Context: an optimization exercise on an open-source flow, tuned for small area, a short achievable clock period and few clock cycles per item. The choices shown serve that exercise and are no tape-out recipe. Where RTL was checked, it was by simulation tests only, not by an equivalence proof against the original. No activity file was given, so power comes from the tool's default toggle rates.

Design game_step, start of the top module:
module game_step #(
    parameter int N_BULLETS = 5,
    parameter int N_ENEMIES = 5,
    parameter int N_DIVERS  = 5
) (
    input  logic                    i_clk,
    input  logic                    i_rstn,
    input  logic                    i_start,
    input  logic [2:0]              i_act,
    input  logic [31:0]             i_player,
    input  logic [18*N_BULLETS-1:0] i_bullets,
    input  logic [18*N_ENEMIES-1:0] i_enemies,
    input  logic [18*N_DIVERS-1:0]  i_divers,
    input  logic [31:0]             i_score,
    output logic [31:0]             o_player,
    output logic [18*N_BULLETS-1:0] o_bullets,
    output logic [18*N_ENEMIES-1:0] o_enemies,
    output logic [18*N_DIVERS-1:0]  o_divers,
    output logic [31:0]             o_score,
    output logic                    o_done,
    output logic                    o_valid
);
    logic                    lose;
    logic [31:0]             moved_player;
    logic [N_BULLETS-1:0]    bullet_active;
    logic [N_BULLETS-1:0]    shot_sel;
    logic [17:0]             shot;
    logic [18*N_BULLETS-1:0] moved_bullets;
    logic [18*N_ENEMIES-1:0] moved_enemies;
  ...
==> module collision_score, before the edit <==
module collision_score #(
    parameter int N_BULLETS = 5,
    parameter int N_ENEMIES = 5,
    parameter int N_DIVERS  = 5
) (
    input  logic                    i_clk,
    input  logic [31:0]             i_player,
    input  logic [18*N_BULLETS-1:0] i_bullets,
    input  logic [18*N_ENEMIES-1:0] i_enemies,
    input  logic [18*N_DIVERS-1:0]  i_divers,
    input  logic [31:0]             i_score,
    output logic [31:0]             o_player,
    output logic [18*N_BULLETS-1:0] o_bullets,
    output logic [18*N_ENEMIES-1:0] o_enemies,
    output logic [18*N_DIVERS-1:0]  o_divers,
    output logic [31:0]             o_score,
    output logic                    o_lose
);
    function automatic win(input logic [7:0] a, input logic [7:0] b,
                           input logic cin, input logic [3:0] lim);
        logic [4:0] lo;
        logic [7:0] p, t;
        lo  = {1'b0, a[3:0]} + {1'b0, ~b[3:0]} + {4'd0, cin};
        p   = ~(a ^ b);
        t   = a | ~b;
        win = lo[3:0] <= lim && lo[4] == p[4] && t[4] == p[5] && t[5] == p[6]
              && t[6] == p[7] && t[7];
    endfunction
    logic [7:0] px, py;
    assign px = i_player[31:24];
    assign py = i_player[23:16];
    logic [N_BULLETS*N_ENEMIES-1:0] match_d;
    logic [N_DIVERS-1:0]            pick_d;
    always_comb begin
        for (int e = 0; e < N_ENEMIES; e++)
            for (int b = 0; b < N_BULLETS; b++)
                match_d[N_BULLETS*e+b] = i_enemies[18*e] && i_bullets[18*b]
                    && win(i_bullets[18*b+10 +: 8], i_enemies[18*e+10 +: 8], 1'b0, 4'd8)
                    && win(i_bullets[18*b+2 +: 8], i_enemies[18*e+2 +: 8], 1'b0, 4'd8);
        for (int d = 0; d < N_DIVERS; d++)
            pick_d[d] = i_divers[18*d]
                && win(i_divers[18*d+10 +: 8], px, 1'b1, 4'd9)
                && win(i_divers[18*d+2 +: 8], py, 1'b1, 4'd9);
    end
    logic [9:0] poxy;
    logic [2:0] plives;
    logic       surface, starve, rescue_d;
    logic [31:0] player_d;
    assign poxy     = i_player[15:6];
    assign plives   = i_player[5:3];
    assign surface  = py < 8'd10;
    assign starve   = !surface && poxy <= 10'd1;
    assign rescue_d = surface && i_player[2:0] == 3'd6;
    assign o_lose   = starve && plives <= 3'd1;
    always_comb begin
        player_d = i_player;
        if (surface || starve) player_d[15:6] = 10'd1000;
        else player_d[15:6] = poxy - 10'd1;
        if (starve) player_d[5:3] = (plives <= 3'd1) ? 3'd0 : plives - 3'd1;
    end
    logic [31:0]                    player_q;
    logic [18*N_BULLETS-1:0]        bullets_q;
    logic [18*N_ENEMIES-1:0]        enemies_q;
    logic [18*N_DIVERS-1:0]         divers_q;
    logic [31:0]                    score_q;
    logic [N_BULLETS*N_ENEMIES-1:0] match_q;
    logic [N_DIVERS-1:0]            pick_q;
    logic                           rescue;
    always_ff @(posedge i_clk) begin
        player_q  <= player_d;
        rescue    <= rescue_d;
        bullets_q <= i_bullets;
        enemies_q <= i_enemies;
        divers_q  <= i_divers;
        score_q   <= i_score;
        match_q   <= match_d;
        pick_q    <= pick_d;
    end
    logic [N_BULLETS-1:0] avail [N_ENEMIES+1];
    logic [N_BULLETS-1:0] cand  [N_ENEMIES];
    logic [N_BULLETS-1:0] take  [N_ENEMIES];
    logic [N_ENEMIES-1:0] hit;
    always_comb begin
        avail[0] = '1;
        for (int e = 0; e < N_ENEMIES; e++) begin
            cand[e]      = match_q[N_BULLETS*e +: N_BULLETS] & avail[e];
            take[e]      = cand[e] & ~(cand[e] - 1'b1);
            hit[e]       = |cand[e];
            avail[e + 1] = avail[e] & ~take[e];
        end
    end
    logic [2:0] qdivc;
    assign qdivc = player_q[2:0];
    logic [2:0] n_pick;
    logic [2:0] divc_picked;
    always_comb begin
        n_pick = '0;
        for (int d = 0; d < N_DIVERS; d++)  n_pick = n_pick + 3'(pick_q[d]);
        divc_picked = qdivc;
        if (qdivc < 3'd6) divc_picked = (4'(qdivc) + 4'(n_pick) >= 4'd6) ? 3'd6 : qdivc + n_pick;
    end
    always_comb begin
        o_player = player_q;
        o_player[2:0] = rescue ? 3'd0 : divc_picked;
    end
    always_comb begin
        o_bullets = bullets_q;
        o_enemies = enemies_q;
        o_divers  = divers_q;
        for (int b = 0; b < N_BULLETS; b++) o_bullets[18*b] = bullets_q[18*b] & avail[N_ENEMIES][b];
        for (int e = 0; e < N_ENEMIES; e++) o_enemies[18*e] = enemies_q[18*e] & ~hit[e];
        for (int d = 0; d < N_DIVERS; d++)  o_divers[18*d]  = divers_q[18*d] & ~pick_q[d];
    end
    logic [N_DIVERS+1:0] q_hot;
    logic [N_ENEMIES:0]  k_hot;
    logic [9:0]          low_q [N_DIVERS+2];
    logic [9:0]          low_p;
    logic [9:0]          low_k [N_ENEMIES+1];
    logic [9:0]          low;
    logic [31:9]         all_ones;
    always_comb begin
        q_hot = (N_DIVERS+2)'(1);
        if (rescue) q_hot = q_hot << 1;
        for (int d = 0; d < N_DIVERS; d++)
            if (pick_q[d]) q_hot = q_hot << 1;
        k_hot = (N_ENEMIES+1)'(1);
        for (int e = 0; e < N_ENEMIES; e++)
            if (hit[e]) k_hot = k_hot << 1;
        low_p = '0;
        for (int q = 0; q <= N_DIVERS + 1; q++) begin
            low_q[q] = {1'b0, score_q[8:0]} + 10'(50 * q);
            low_p    = low_p | (low_q[q] & {10{q_hot[q]}});
        end
        low = '0;
        for (int k = 0; k <= N_ENEMIES; k++) begin
            low_k[k] = low_p + 10'(20 * k);
            low      = low | (low_k[k] & {10{k_hot[k]}});
        end
        all_ones[9] = 1'b1;
        for (int i = 10; i < 32; i++) all_ones[i] = all_ones[i-1] & score_q[i-1];
        o_score[8:0] = low[8:0];
        for (int i = 9; i < 32; i++) o_score[i] = score_q[i] ^ (low[9] & all_ones[i]);
    end
endmodule
export LEC_CHECK = 0
export CAP_MARGIN = 20
export CORE_MARGIN = 2
export CORE_UTILIZATION = 40
export SLEW_MARGIN = 20
create_clock -name core_clock -period 25.0 [get_ports {i_clk}]
standard.sh (not shown) runs the stock make flow with config.mk's settings and CLKGATE_MAP_FILE= SYNTH_SCRIPT=/design/flow/synth_recipe.tcl, a recipe that flattens the netlist after the stock synthesis.
==> flow/flow/run.sh <==
#!/bin/bash
# Layout flow: the standard ORFS flow (standard.sh, with the standard flow's synthesis
# script) with these changes:
#  - synthesis leaves adders to ABC (no half/full adder extraction), and ABC
#    maps for area (flow/abc_area_map.script in place of ORFS's
#    abc_speed.script, in a copy of ORFS's scripts folder used for synthesis
#    only); registers are untouched
#  - every port still gets its own buffer, a plain buf_2 instead of the
#    default delay-cell buffer
set -euo pipefail
MARGIN=$(cat flow/margin.txt 2>/dev/null || echo 0)
rm -rf synth_scripts
cp -r "$FLOW_HOME/scripts" synth_scripts
cp flow/abc_area_map.script synth_scripts/abc_speed.script
bash standard.sh ADDER_MAP_FILE= SCRIPTS_DIR="$PWD/synth_scripts" synth > flow_synth.log 2>&1
bash standard.sh ADDER_MAP_FILE= "BUFFER_PORTS_ARGS=-buffer_cell sky130_fd_sc_hd__buf_2" \
    SETUP_SLACK_MARGIN=$MARGIN finish > flow_finish.log 2>&1
test -f out/final.def
==> flow/flow/abc_area_map.script <==
strash
dch -f
amap
topo
==> flow/flow/margin.txt <==
15.5
Testbench counts at the start, summed over its fixed seeds: cycles 48,000, steps 24,000.
Change:
--- a/flow/design.v
+++ b/flow/design.v
@@ -145,22 +145,7 @@
                 && win(i_divers[18*d+10 +: 8], px, 1'b1, 4'd9)
                 && win(i_divers[18*d+2 +: 8], py, 1'b1, 4'd9);
     end
-    logic [9:0] poxy;
-    logic [2:0] plives;
-    logic       surface, starve, rescue_d;
-    logic [31:0] player_d;
-    assign poxy     = i_player[15:6];
-    assign plives   = i_player[5:3];
-    assign surface  = py < 8'd10;
-    assign starve   = !surface && poxy <= 10'd1;
-    assign rescue_d = surface && i_player[2:0] == 3'd6;
-    assign o_lose   = starve && plives <= 3'd1;
-    always_comb begin
-        player_d = i_player;
-        if (surface || starve) player_d[15:6] = 10'd1000;
-        else player_d[15:6] = poxy - 10'd1;
-        if (starve) player_d[5:3] = (plives <= 3'd1) ? 3'd0 : plives - 3'd1;
-    end
+    assign o_lose = py >= 8'd10 && i_player[15:6] <= 10'd1 && i_player[5:3] <= 3'd1;
     logic [31:0]                    player_q;
     logic [18*N_BULLETS-1:0]        bullets_q;
     logic [18*N_ENEMIES-1:0]        enemies_q;
@@ -168,10 +153,8 @@
     logic [31:0]                    score_q;
     logic [N_BULLETS*N_ENEMIES-1:0] match_q;
     logic [N_DIVERS-1:0]            pick_q;
-    logic                           rescue;
     always_ff @(posedge i_clk) begin
-        player_q  <= player_d;
-        rescue    <= rescue_d;
+        player_q  <= i_player;
         bullets_q <= i_bullets;
         enemies_q <= i_enemies;
         divers_q  <= i_divers;
@@ -192,9 +175,15 @@
             avail[e + 1] = avail[e] & ~take[e];
         end
     end
-    logic [2:0] qdivc;
-    assign qdivc = player_q[2:0];
+    logic [7:0] qy;
+    logic [9:0] qoxy;
+    logic [2:0] qlives, qdivc;
+    assign qy     = player_q[23:16];
+    assign qoxy   = player_q[15:6];
+    assign qlives = player_q[5:3];
+    assign qdivc  = player_q[2:0];
     logic [2:0] n_pick;
+    logic       surface, rescue, starve;
     logic [2:0] divc_picked;
     always_comb begin
         n_pick = '0;
@@ -202,9 +191,15 @@
         divc_picked = qdivc;
         if (qdivc < 3'd6) divc_picked = (4'(qdivc) + 4'(n_pick) >= 4'd6) ? 3'd6 : qdivc + n_pick;
     end
+    assign surface = qy < 8'd10;
+    assign rescue  = surface && qdivc == 3'd6;
+    assign starve  = !surface && qoxy <= 10'd1;
     always_comb begin
         o_player = player_q;
         o_player[2:0] = rescue ? 3'd0 : divc_picked;
+        if (surface || starve) o_player[15:6] = 10'd1000;
+        else o_player[15:6] = qoxy - 10'd1;
+        if (starve) o_player[5:3] = (qlives <= 3'd1) ? 3'd0 : qlives - 3'd1;
     end
     always_comb begin
         o_bullets = bullets_q;
@@ -223,9 +218,9 @@
     logic [31:9]         all_ones;
     always_comb begin
         q_hot = (N_DIVERS+2)'(1);
-        if (rescue) q_hot = q_hot << 1;
         for (int d = 0; d < N_DIVERS; d++)
             if (pick_q[d]) q_hot = q_hot << 1;
+        if (rescue) q_hot = q_hot << 1;
         k_hot = (N_ENEMIES+1)'(1);
         for (int e = 0; e < N_ENEMIES; e++)
             if (hit[e]) k_hot = k_hot << 1;
Effect: The new run passed the timing, DRC and antenna checks; hold slack gets better by 0.012 ns; synthesized area hardly moves; global-route usage rises by 1.1 points; maximum frequency falls slightly; die area barely changes; combinational power stays flat; power rises slightly.
For the second run of this note, only the layout was checked, not whether the RTL still works.

[static timing again, ports no longer ideal]
The flow's constraints put no driver on any port. The routed layouts listed below were extracted and timed again, unchanged, in two steps.
Step 1 assumes that a clkbuf_16 drives the clock port and a buf_2 every other input.
Step 2 also shifts input and output timing later by t, the mid clock arrival at the registers, as if the neighbouring blocks saw the same clock.
Slacks: no drivers / after step 1 / after step 2; pairs: no drivers / after step 1.
run | shift t [ns] | slack for setup (ns) | worst setup path at the end | slew at the worst register clock pin (ns)
the first run | 0.657 | 15.309 / 15.241 / 15.105 | input to register | 0.07 / 0.07
the second run | 0.664 | 15.205 / 15.133 / 15.131 | input to register | 0.07 / 0.07
After both steps setup and hold are still met in every run listed. The setup slack of the first run, which loses most, moves by -0.068 ns with the drivers and by -0.204 ns with both steps.
